What follows belongs to an exercise in optimizing a design on an open flow for small area, a short achievable clock period and few clock cycles per item; a production flow would make more cautious choices.
In this exercise RTL edits were held to simulation tests only and were not proved equivalent to the original.
Power is estimated from default activity; no workload was simulated.

<file path="flow/config.mk">
export PLATFORM = sky130hd
export DESIGN_NAME = execute_mc
export DESIGN_NICKNAME = execute_mc
export VERILOG_FILES = /design/flow/design.v
export SDC_FILE = /design/flow/constraint.sdc
export NUM_CORES = 4
export LEC_CHECK = 0
export CAP_MARGIN = 20
export CORE_MARGIN = 2
export CORE_UTILIZATION = 40
export SLEW_MARGIN = 20
</file>
<file path="flow/constraint.sdc">
create_clock -name core_clock -period 7.5 [get_ports {clk}]
set_input_delay 1.5000 -clock core_clock [delete_from_list [all_inputs] [get_ports {clk}]]
set_output_delay 1.5000 -clock core_clock [all_outputs]
set_load 0.01 [all_outputs]
</file>
<file path="flow/design.v">
module execute_mc #(
  parameter int N              = 64,
  parameter int BITS_PER_CYCLE = 1
) (
  input  logic         clk,
  input  logic         reset,
  input  logic         valid_E,
  output logic         ready_E,
  input  logic         MulOp_E,
  input  logic         AluSrc,
  input  logic [3:0]   AluControl,
  input  logic         BranchSrc_E,
  input  logic [N-1:0] PC_E,
  input  logic [N-1:0] signImm_E,
  input  logic [N-1:0] readData1_E,
  input  logic [N-1:0] readData2_E,
  output logic         valid_M,
  output logic [N-1:0] PCBranch_M,
  output logic [N-1:0] aluResult_M,
  output logic [N-1:0] writeData_M,
  output logic         zero_M
);
  localparam int S  = N / BITS_PER_CYCLE;
  localparam int CW = $clog2(S) + 1;
  localparam logic [CW-1:0] LAST_STEP = CW'(S - 1);
  typedef enum logic {
    IDLE,
    MUL_BUSY
  } state_t;
  state_t       state;
  logic [N-1:0] mcand;
  logic [N-1:0] mplier;
  logic [N-1:0] acc;
  logic [CW-1:0] count;
  logic [N-1:0] pc_hold;
  logic [N-1:0] wd_hold;
  logic         valid_r;
  logic [N-1:0] pc_r;
  logic [N-1:0] alu_r;
  logic [N-1:0] wd_r;
  logic         zero_r;
  logic [N-1:0] op_a;
  logic [N-1:0] op_b;
  logic [N-1:0] alu_out;
  logic [N-1:0] branch_target;
  logic [N-1:0] digit;
  logic [N-1:0] partial;
  logic [N-1:0] acc_next;
  assign ready_E     = (state == IDLE);
  assign valid_M     = valid_r;
  assign PCBranch_M  = pc_r;
  assign aluResult_M = alu_r;
  assign writeData_M = wd_r;
  assign zero_M      = zero_r;
  assign op_a = readData1_E;
  assign op_b = AluSrc ? signImm_E : readData2_E;
  always_comb begin
    alu_out = '0;
    case (AluControl)
      4'b0000: alu_out = op_a & op_b;
      4'b0001: alu_out = op_a | op_b;
      4'b0010: alu_out = op_a + op_b;
      4'b0110: alu_out = op_a - op_b;
      4'b0111: alu_out = op_b;
      4'b1100: alu_out = ~(op_a | op_b);
      default: alu_out = '0;
    endcase
  end
  always_comb begin
    branch_target = PC_E + {signImm_E[N-3:0], 2'b00};
    if (BranchSrc_E) begin
      branch_target = readData1_E;
    end
  end
  always_comb begin
    digit                     = '0;
    digit[BITS_PER_CYCLE-1:0] = mplier[BITS_PER_CYCLE-1:0];
    partial                   = mcand * digit;
    acc_next                  = acc + partial;
  end
  always_ff @(posedge clk) begin
    if (reset) begin
      state   <= IDLE;
      mcand   <= '0;
      mplier  <= '0;
      acc     <= '0;
      count   <= '0;
      pc_hold <= '0;
      wd_hold <= '0;
      valid_r <= 1'b0;
      pc_r    <= '0;
      alu_r   <= '0;
      wd_r    <= '0;
      zero_r  <= 1'b0;
    end else begin
      valid_r <= 1'b0;
      case (state)
        IDLE: begin
          if (valid_E) begin
            if (MulOp_E) begin
              mcand   <= op_a;
              mplier  <= op_b;
              acc     <= '0;
              count   <= '0;
              pc_hold <= branch_target;
              wd_hold <= readData2_E;
              state   <= MUL_BUSY;
            end else begin
              alu_r   <= alu_out;
              zero_r  <= (alu_out == '0);
              pc_r    <= branch_target;
              wd_r    <= readData2_E;
              valid_r <= 1'b1;
            end
          end
        end
        MUL_BUSY: begin
          acc    <= acc_next;
          mcand  <= mcand << BITS_PER_CYCLE;
          mplier <= mplier >> BITS_PER_CYCLE;
          count  <= count + CW'(1);
          if (count == LAST_STEP) begin
            alu_r   <= acc_next;
            zero_r  <= (acc_next == '0);
            pc_r    <= pc_hold;
            wd_r    <= wd_hold;
            valid_r <= 1'b1;
            state   <= IDLE;
          end
        end
        default: state <= IDLE;
      endcase
    end
  end
endmodule
</file>
<file path="flow/run.sh">
#!/bin/bash
# synth_recipe.tcl (not shown) runs the flow's synth.tcl, then flattens the netlist and writes it again
# the make line also repeats each setting of config.mk as NAME=value (left out here)
make -C /OpenROAD-flow-scripts/flow DESIGN_CONFIG=/design/flow/config.mk WORK_HOME=/design/flow/orfs CLKGATE_MAP_FILE= SYNTH_SCRIPT=/design/flow/synth_recipe.tcl finish
</file>
==> impl.org <==
** Status
- The flow ran to the end and the layout has no timing, DRC or antenna violations.

** Global routing
- For this run the aggregate overflow at the end of global routing stands at 0.
- The number of antenna violations at the first check in global routing was 17.
- Via count of the first global-routing pass :: 39400
- Global-route total usage across every layer :: 31.7%
- Maximum number of pins on one net before global-route repair :: 177
- Wire length of the first global-routing pass :: 242 mm

** Timing
- Final Skew :: 0.0206 ns
- Final count of hold timing violations :: 0
- Final number of max-transition violations :: 0
- The worst pin sits at a relative slew slack of 26.4%.
- Setup repair after global routing left no endpoint under its margin.
- Setup WS post-layout :: 0.406 ns
- Peak Freq :: 141 MHz
- The worst path uses 94.6% of the clock period.
- Worst-Margin Slew :: 1.10 ns
- Setup-failing EPs final :: 0
- Final critical delay including setup and external delays :: 7.09 ns

** Critical path
- On the critical path, the stage with the largest delay is an instance of clkdlybuf4s50_1.
- The worst register-to-register path begins at mplier[0].
- Data arrives at the worst endpoint at 7.64 ns.
- The critical path is of the in -> reg type.
- Critical Path Max Stage Delay :: 0.51 ns
- Required time of the critical path :: 8.05 ns
- CP endpoint kind :: register
- Counting cells, the worst reg-to-reg path comes to 17.
- In this run the worst path has a maximum fanout of 5.
- R2r setup slk :: 1.39 ns
- The cell that appears most often on the critical path is buf_4.
- Type of element launching the critical path :: primary input
- The critical path starts at signImm_E[9].
- Reg-to-reg endpoint :: zero_r

** Final layout
- Measured on the finished design, the core utilization comes to 50.8%.
- After the last flow step, the layout net total stands at 6361.
- Area growth syn-to-layout :: 25.3%
- Cell area after layout :: 0.0484 sq mm
- The library cell used most frequently in the layout, excluding fill and tap cells, is a21oi_1.
- Most used cells in the layout excluding fill and tap cells :: a21oi_1 (789), nand2_1 (727), nor2_1 (636), dfxtp_1 (521), clkdlybuf4s50_1 (455)
- Final std cells w/o fill :: 7223
- Share of post-route cells with drive strength above 1 :: 10.3%
- After filler insertion, the fill cell instance count of the layout stands at 9677.

** Detailed routing
- Vias/cell :: 5.83
- Number of violations reported at the end of detailed-routing iteration 0 :: 3648
- For this block, the routed nets add up to 163 mm of wire.
- Total number of vias :: 42100
- In the final routed layout, each cell accounts on average for 22.6 um.
- Before antenna repair, the detailed router went through 5 iterations.
- The count of nets left with antenna violations once routing finished came out at 0.
- In the routed design, unresolved DRC markers number 0.

** Synth
- Library cells used by synthesis :: 98
- Seq/Total Area, Yosys :: 27.1%
- Counting every net in the synthesized netlist gives 5872.
- Number of synthesized register bits :: 522
- Summing every instance area after synthesis gives 0.0386 sq mm.
- A synthesized cell averages 7.13 sq um.
- Synth warnings :: 1
- Count of flip-flops with a built-in enable after synthesis :: 0
- Primary flip-flop cell chosen by synthesis mapping :: dfxtp_1
- Synthesis handed over a netlist of 5412 instances.
- For this run, asynchronously set or reset flops after synthesis account for 0%.

** Placement
- Placed cell count :: 7097
- During placement, the flow inserted port buffers numbering 460.
- At the placement stage, the worst setup path has a slack of -0.335 ns.
- Placed wire-length estimate after detailed placement :: 125 mm
- Post-place instance area :: 0.0461 sq mm
- The congestion estimate from routability-driven global placement came to 0.957.

** Die
- Site Rows :: 113
- Die outline height :: 315 um
- Standard cell core area :: 0.0953 sq mm
- Horizontal die dimension :: 315 um
- The die covers 0.0990 sq mm.
- The initial utilization of the core area, before any placement, comes to 40.5%.
- I/O pin count :: 461

** Worst hold path
- Worst min-delay path class :: reg -> reg
- Hold EP :: pc_hold[30]
- Hold Crit Start :: pc_hold[30]
- Number of cells on the worst hold path :: 2

** CTS
- Clock-pin slew on the worst setup and hold paths :: 0.06 ns
- Worst-case clock buffer depth :: 3
- Clock tree from TritonCTS :: yes
- CTS built an H-tree with a depth of 3.
- For the worst-skew pair, the clock arrives at the later sink with an insertion delay of 0.64 ns.
- Buffers inserted during post-CTS setup optimization :: 0
- In this run the clock root is driven by a clkbuf_16.
- The clock net in this run drives a total of 522 sinks.
- Counting the buffers created by CTS gives 66.

** Pwr
- Dividing total power by cell area gives a power density of 187 mW/mm^2.
- Worst VDD drop :: 0.128 mV
- Pleak :: 18.9 nW
- Total power of the final layout :: 0.00903 W

** Flow run
- Across the run, the number of max-cap violations was 0.
state kept, by name, summed over array words and instances (netlist names):
signal	count
zero_r	1
pc_r	64
mcand	64
acc	64
alu_r	64
mplier	64
wd_r	64
count	7
wd_hold	64
pc_hold	64
state	1
valid_r	1
final cells by class:
class	count	area, sq um	share of cell area, %
Sequential cell	522	10500	21.6
Antenna cell	8	20.0	0.0414
Multi-Input combinational cell	4415	26400	54.6
Clock inverter	23	298	0.615
Tap cell	1265	1580	3.27
Clock buffer	94	1920	3.96
Timing Repair Buffer	828	7420	15.3
Inverter	68	258	0.533
critical path, delay by kind of cell:
family,cells,cell delay [ns]
AOI/OAI and AO/OA,10,2.25
and+or+nand+nor,8,1.58
buffers and inverters,7,1.53
muxes,1,0.34
adders and majority gates,1,0.29
xor gates and xnor gates,1,0.15
Yosys cell counts (19+ instances only):
cell type	count	area [sq um]
nor2b_1	25	156
a211oi_1	170	1280
o21bai_1	27	203
or3_1	23	144
nand4_1	74	463
buf_1	45	169
nand3_1	109	546
a21oi_1	791	3960
xor2_1	74	648
o21a_1	31	233
clkbuf_1	335	1260
nor3_1	149	746
a31oi_1	42	263
dfxtp_1	522	10500
mux2_2	57	642
and3_1	24	150
nor4_1	19	119
xnor2_1	139	1220
ha_1	191	2390
nor2_1	643	2410
and2_1	82	513
o22ai_1	31	194
o211ai_1	46	345
mux2i_1	144	1440
nand2b_1	35	219
nand2_1	729	2740
a21o_1	121	908
inv_1	68	255
o21ai_0	326	1630
per-layer routing:
layer  track usage, %  share of wire, %  vias up
met5                0             0.075        -
met4             13.4               4.4       18
met3             4.37               5.7      325
met2             55.3                49     1308
met1             39.0                41    20100
li1                 -                 -    20400
worst max path at each step:
| stage | end | cells past startpoint | slack, ns |
|---|---|---|---|
| after global placement | zero_r | 28 | -0.19 |
| after global routing | zero_r | 29 | 0.003 |
| after detailed placement | zero_r | 28 | -0.33 |
| final | zero_r | 28 | 0.41 |
| after CTS | zero_r | 28 | 0.30 |
| after floorplan | zero_r | 30 | 0.06 |
kinds of logic after synthesis:
| group | after synthesis | synth area share, % |
|---|---|---|
| xor+xnor | 213 | 4.83 |
| fa+ha+maj | 207 | 6.68 |
| flops | 522 | 27.1 |
| simple gates | 2007 | 23.3 |
| mux | 201 | 5.40 |
| buf+inv | 475 | 4.85 |
| compound gates | 1787 | 27.9 |
stage by stage:
stage | hold slack (ns) | setup TNS, ns
floorplan | 0.431 | 0
global placement | 0.436 | -0.188
detailed placement | 0.442 | -0.335
CTS | 0.450 | 0
global route | 0.460 | 0
finish | 0.448 | 0
what timing repair did:
action / in CTS / in global routing
setup endpoints to repair: 0 / 1
hold buffers: 0 / 0
gates resized for setup: 0 / 23
where the power goes:
group	switching (W)	internal [W]
Combinational	0.00156	0.00113
Clock	0.00134	0.00199
Sequential	0.0000894	0.00292
Testbench counts, summed over its fixed seeds: cycles 53,192, ops 3,200.

==> afterwards: timing with drivers on the ports <==
How much do the figures lean on ideal ports? The routed layout below was timed once more, with nothing changed but the port constraints. Step 1 assumes that a clkbuf_16 drives the clock port and a buf_2 every other input. Step 2 also shifts input and output timing later by t, the mid clock arrival at the registers, as if the neighbouring blocks saw the same clock. a / b / c = ideal ports / drivers / drivers and shift; a / b = the first two.
shift t [ns]: 0.702
setup slack, ns: 0.406 / 0.440 / -0.262
worst setup path after step 2: input to register
latest minus earliest clock arrival (ns): 0.024 / 0.023
Met with ideal ports but missed after step 2: setup timing in this run. The setup slack of this run moves by +0.034 ns with the drivers and by -0.668 ns with both steps.
